This is an optimization exercise on Yosys and OpenROAD, whose aim is small area, a short achievable clock period and few clock cycles per item, not a production implementation. Function was checked by simulation only, so behaviour that the tests miss may differ from the original. No activity file was given, so power comes from the tool's default toggle rates.

## job 102
// pwm_frame_parser
module pwm_frame_parser (
   input  logic             clock,
   input  logic             reset,
   input  logic             req_valid,
   output logic             req_ready,
   input  logic [8:0]       req_data,
   output logic             rsp_valid,
   input  logic             rsp_ready,
   output logic [35:0]      rsp_data
);
   logic             in_v;
   logic [7:0]       in_b;
   logic             in_be;
   logic             hit;
   logic             wr;
   logic [4:0]       fill;
   logic [15:0][7:0] win;
   logic             take;
   logic             pend;
   logic             in_v_n;
   logic [4:0]       fill_n;
   logic [15:0]      rd_raw;
   always_ff @(posedge clock) begin
      in_v  <= in_v_n;
      in_b  <= req_data[8:1];
      in_be <= req_data[0];
   end
   assign in_v_n = !reset && req_valid && req_ready;
   pfp_front u_front (
      .clock (clock),
      .reset (reset),
      .in_v  (in_v),
      .in_b  (in_b),
      .in_be (in_be),
      .hit   (hit),
      .wr    (wr),
      .fill  (fill),
      .fill_n (fill_n),
      .win   (win)
   );
   pfp_queue u_queue (
      .clock  (clock),
      .reset  (reset),
  ...
Size: about 1300 cells after synthesis, roughly 310 flip-flops, ~51 I/O pins, roughly 16000 um2 of cells after synthesis.
export LEC_CHECK = 0
export ABC_CLOCK_PERIOD_IN_PS = 2500
export CAP_MARGIN = 20
export CORE_MARGIN = 2
export CORE_UTILIZATION = 60
export CTS_BUF_LIST = sky130_fd_sc_hd__clkbuf_4 sky130_fd_sc_hd__clkbuf_8
export CTS_CLUSTER_SIZE = 30
export SETUP_SLACK_MARGIN = 4.2
export SLEW_MARGIN = 20
create_clock -name core_clock -period 7.0 [get_ports {clock}]
standard.sh (not shown) runs the stock make flow with config.mk's settings and CLKGATE_MAP_FILE= SYNTH_SCRIPT=/design/flow/synth_recipe.tcl, a recipe that flattens the netlist after the stock synthesis.
==> flow/flow/run.sh <==
#!/bin/bash
# The standard layout (the standard.sh), with the port buffers made of plain buf_4 cells
# instead of the delay-cell buffers that buffer_ports picks by default.
set -euo pipefail
export BUFFER_PORTS_ARGS="-buffer_cell sky130_fd_sc_hd__buf_4"
bash standard.sh > standard.log 2>&1
Testbench counts of job 102, summed over its fixed seeds: cycles 23,733, items 8,120.
Input changes introduced in job 101 (baseline for comparison: job 102):
- CTS_BUF_LIST now sky130_fd_sc_hd__clkbuf_8 sky130_fd_sc_hd__clkbuf_16, was sky130_fd_sc_hd__clkbuf_4 sky130_fd_sc_hd__clkbuf_8
- CTS_CLUSTER_DIAMETER now 60, previously not set
- CTS_CLUSTER_SIZE now 40, was 30
### Flow results
Job 101: PASS, flow complete, no timing, DRC or antenna violations. Higher routed wire length was reported by job 102, not job 101. Job 101 against job 102: hold slack increased 0.0077 ns; peak clock frequency supported by timing decreased by about 1.2% relative to the old numbers; number of clock buffer instances in the layout lower; part of the cycle the worst path needs picked up an extra 0.45 points. On job 101: combinational group power is about 2% lower than what job 102 gave. From job 102 to job 101 the numbers moved as follows: final total power dropped 2.9%; met2 routed wirelength dropped 0.79%; power density over cell area dropped 4.1 nW/um2. Stage delay of the slowest cell on the critical path in job 101 is 0.02 ns higher than in job 102.

========
pwm_frame_parser again, from the RTL that the note above started with.
## pwm_frame_parser
module pwm_frame_parser (
   input  logic             clock,
   input  logic             reset,
   input  logic             req_valid,
   output logic             req_ready,
   input  logic [8:0]       req_data,
   output logic             rsp_valid,
   input  logic             rsp_ready,
   output logic [35:0]      rsp_data
);
==> flow/config.mk <==
export PLATFORM = sky130hd
export DESIGN_NAME = pwm_frame_parser
export DESIGN_NICKNAME = pwm_frame_parser
export VERILOG_FILES = /design/flow/design.v
export SDC_FILE = /design/flow/constraint.sdc
export NUM_CORES = 4
export LEC_CHECK = 0
export ABC_CLOCK_PERIOD_IN_PS = 2500
export CAP_MARGIN = 20
export CORE_MARGIN = 2
export CORE_UTILIZATION = 65
export CTS_BUF_LIST = sky130_fd_sc_hd__clkbuf_4 sky130_fd_sc_hd__clkbuf_8
export CTS_CLUSTER_SIZE = 30
export SETUP_SLACK_MARGIN = 4.3
export SLEW_MARGIN = 20
==> flow/constraint.sdc <==
create_clock -name core_clock -period 7.0 [get_ports {clock}]
set_input_delay 1.4000 -clock core_clock [delete_from_list [all_inputs] [get_ports {clock}]]
set_output_delay 1.4000 -clock core_clock [all_outputs]
set_load 0.01 [all_outputs]
Scripts as last shown in full above: flow/flow/run.sh
The baseline produced a clean layout.
Testbench counts at the start, summed over its fixed seeds: cycles 23,733, items 8,120.
==> next run, changes <==
Settings changed: CORE_UTILIZATION 65 to 60, SETUP_SLACK_MARGIN 4.3 to 4.4.
Routed wire length is higher by a little under a tenth; cell count climbs by a few percent; clock-buffer cell count rose by 7; combinational power grows by about a fifth; cell area went up by a few percent; non-clock buffer count is higher by 28.

========
Setup of run 1:
pwm_frame_parser, a different RTL version from the one above (not shown whole).
For scale: ~300 flip-flops, ~15,000 sq um of cells after synthesis.
export LEC_CHECK = 0
export ABC_CLOCK_PERIOD_IN_PS = 2400
export CAP_MARGIN = 20
export CORE_MARGIN = 2
export CORE_UTILIZATION = 60
export CTS_BUF_LIST = sky130_fd_sc_hd__clkbuf_4 sky130_fd_sc_hd__clkbuf_8
export CTS_CLUSTER_SIZE = 30
export SETUP_SLACK_MARGIN = 4.3
export SLEW_MARGIN = 20
create_clock -name core_clock -period 7.0 [get_ports {clock}]
run.sh (not shown) runs the stock make flow with config.mk's settings and CLKGATE_MAP_FILE= SYNTH_SCRIPT=/design/flow/synth_recipe.tcl, a recipe that flattens the netlist after the stock synthesis.
Stock flow here: none of the scripts above is used.
Testbench counts of run 1, summed over its fixed seeds: cycles 23,733, items 8,120.
Inputs modified between run 1 and run 2:
--- a/flow/config.mk
+++ b/flow/config.mk
@@ -7,3 +7,3 @@
 export LEC_CHECK = 0
-export ABC_CLOCK_PERIOD_IN_PS = 2400
+export ABC_CLOCK_PERIOD_IN_PS = 2500
 export CAP_MARGIN = 20
@@ -13,3 +13,3 @@
 export CTS_CLUSTER_SIZE = 30
-export SETUP_SLACK_MARGIN = 4.3
+export SETUP_SLACK_MARGIN = 4.5
 export SLEW_MARGIN = 20
### Flow results
- Run 1 has lower switching portion of total power than run 2.
- Re proportion of synthesized flip-flops having asynchronous set or reset: no difference whatsoever between run 1 and run 2.
- | hold slack | run 2 vs run 1 | 5.3 ps higher |

========
job 8874:
pwm_frame_parser again, from the RTL that the note above started with.
make LEC_CHECK=0 ABC_CLOCK_PERIOD_IN_PS=2500 CAP_MARGIN=20 CORE_MARGIN=2 CORE_UTILIZATION=60 CTS_BUF_LIST='sky130_fd_sc_hd__clkbuf_8 sky130_fd_sc_hd__clkbuf_16' CTS_CLUSTER_DIAMETER=60 CTS_CLUSTER_SIZE=40 SETUP_SLACK_MARGIN=4.2 SLEW_MARGIN=20 finish   # period 7.0 ns
Job 8874: flow completed, timing, DRC and antenna clean
Testbench counts of job 8874, summed over its fixed seeds: cycles 23,733, items 8,120.
### job 8874 -> job 2391
--- a/flow/config.mk
+++ b/flow/config.mk
@@ -12,4 +12,3 @@
-export CTS_BUF_LIST = sky130_fd_sc_hd__clkbuf_8 sky130_fd_sc_hd__clkbuf_16
-export CTS_CLUSTER_DIAMETER = 60
-export CTS_CLUSTER_SIZE = 40
-export SETUP_SLACK_MARGIN = 4.2
+export CTS_BUF_LIST = sky130_fd_sc_hd__clkbuf_4 sky130_fd_sc_hd__clkbuf_8
+export CTS_CLUSTER_SIZE = 30
+export SETUP_SLACK_MARGIN = 3.9
Going from job 8874 to job 2391, met1 usage in global routing shows a reduction of 1.7 points; fraction of area in multi-input gates shows a reduction of 0.25 points; worst slew margin relative to its limit shows a reduction of 1.8 points; non-clock buffer count shows a reduction of about 25%; fraction of area in clock buffers and inverters shows an increase of 0.93 points. Total power of the final layout, job 2391 vs job 8874: down by a few percent.
#### Input delta (job 7006 over job 2391)
--- a/flow/config.mk
+++ b/flow/config.mk
@@ -11 +11 @@
-export CORE_UTILIZATION = 60
+export CORE_UTILIZATION = 70
@@ -14 +14 @@
-export SETUP_SLACK_MARGIN = 3.9
+export SETUP_SLACK_MARGIN = 4.2
## What came out
- The relative contribution of combinational cells to total power of job 7006 exceeds that of job 2391 by 3.0 points.
- Diff job 2391 -> job 7006: via count of the first global-routing pass went up, detailed placement HPWL comparable, via count now sits higher.
- Upper clock frequency limit | job 7006 above job 2391
- NOTE: global-route usage in job 7006 exceeds that of job 2391
The inputs of job 2251 differ from those of job 7006 as listed below.
--- a/flow/config.mk
+++ b/flow/config.mk
@@ -7,0 +8 @@
+export ABC_AREA = 1
@@ -11 +12 @@
-export CORE_UTILIZATION = 70
+export CORE_UTILIZATION = 60
==> run summary <==
- Job 7006 was carried through to the last stage, and its layout satisfied the timing, design-rule and antenna checks.
- Job 2251 completed end to end with timing, DRC and antenna clean.
- On job 2251: number of inverters outside the clock class in the layout is 59% higher than what job 7006 gave.
- Job 7006 → job 2251: worst hold margin climbed 0.011 ns; fraction of the yosys area taken by sequential cells dropped 3.3 points; cell depth of the worst flop-to-flop path dropped 1; routed via count climbed 1554; total wirelength of the detailed-routed design climbed 3600 µm.
- Compared to job 7006, job 2251 has final worst-path cycle share 2.7 points higher.
- Sort job 7006 and job 2251 by layout overhead on the synthesized area, ascending, and job 2251 comes first.
- NOTE clock network power job 7006->job 2251 increased by a few percent

========
pwm_frame_parser again, from the RTL that the note above started with.
Settings: LEC_CHECK=0, ABC_CLOCK_PERIOD_IN_PS=2500, CAP_MARGIN=20, CORE_MARGIN=2, CORE_UTILIZATION=40, SETUP_SLACK_MARGIN=4.2, SLEW_MARGIN=20; clock period 7.0 ns.
Testbench counts at the start, summed over its fixed seeds: cycles 23,733, items 8,120.
Rerun with:
CORE_UTILIZATION = 60   (was 40)
CTS_BUF_LIST = sky130_fd_sc_hd__clkbuf_4 sky130_fd_sc_hd__clkbuf_8   (was unset)
CTS_CLUSTER_SIZE = 30   (was unset)
What happened: Worst setup slack gains 52 ps. Critical path depth stays the same. Hold slack loses 6.7 ps. Via count barely changes. Global-route usage goes up by 7.5 points. Wire length goes down by 1.8%. Power goes down by 5.6%. Final area goes down by 2.9%. Clock-buffer cell count goes up by 17. Area after synthesis stays the same.

## what the ideal ports hide
In the flow no input, the clock included, has a driving cell. The finished layouts below were timed again as built, in two steps. Step 1, drivers: a clkbuf_16 drives clock and a buf_2 each remaining input, both assumed. Step 2, shift: input delay + t, output delay - t, t = (earliest + latest rising clock arrival at the registers) / 2. This alone moves slack from input paths to output paths. Slacks: ideal ports / drivers / drivers and shift; pairs: ideal ports / drivers.
| run | shift t [ns] | setup WS [ns] | hold slack, ns | clock arrival spread, ns | worst slew at a driven data input, ns |
|---|---|---|---|---|---|
| job 102 | 0.608 | 4.341 / 4.341 / 4.018 | 0.414 / 0.414 / 0.414 | 0.030 / 0.030 | 0.04 |
| job 101 | 0.589 | 4.310 / 4.310 / 4.010 | 0.421 / 0.421 / 0.421 | 0.031 / 0.031 | 0.04 |
| the first run of note 2 | 0.606 | 4.353 / 4.353 / 4.018 | 0.416 / 0.416 / 0.416 | 0.025 / 0.026 | 0.04 |
| the second run of note 2 | 0.617 | 4.420 / 4.418 / 4.014 | 0.417 / 0.417 / 0.417 | 0.029 / 0.028 | 0.04 |
| run 1 | 0.598 | 4.167 / 4.167 / 3.823 | 0.411 / 0.411 / 0.411 | 0.034 / 0.034 | 0.04 |
| run 2 | 0.605 | 4.194 / 4.194 / 3.987 | 0.416 / 0.416 / 0.416 | 0.032 / 0.032 | 0.03 |
| job 8874 | 0.573 | 4.149 / 4.149 / 3.843 | 0.424 / 0.424 / 0.424 | 0.027 / 0.027 | 0.03 |
| job 2391 | 0.594 | 4.018 / 4.018 / 3.658 | 0.418 / 0.418 / 0.418 | 0.026 / 0.026 | 0.04 |
| job 7006 | 0.587 | 4.087 / 4.087 / 3.638 | 0.406 / 0.406 / 0.406 | 0.028 / 0.029 | 0.04 |
| job 2251 | 0.601 | 3.896 / 3.896 / 3.469 | 0.418 / 0.418 / 0.418 | 0.025 / 0.026 | 0.04 |
| the first run of note 5 | 0.563 | 4.095 / 4.095 / 3.782 | 0.416 / 0.416 / 0.416 | 0.020 / 0.020 | 0.04 |
| the second run of note 5 | 0.607 | 4.147 / 4.147 / 3.807 | 0.410 / 0.410 / 0.410 | 0.034 / 0.034 | 0.03 |
After both steps every run listed still meets setup and hold. The setup slack of job 7006, which loses most, moves by 0.000 ns with the drivers and by -0.449 ns with both steps.
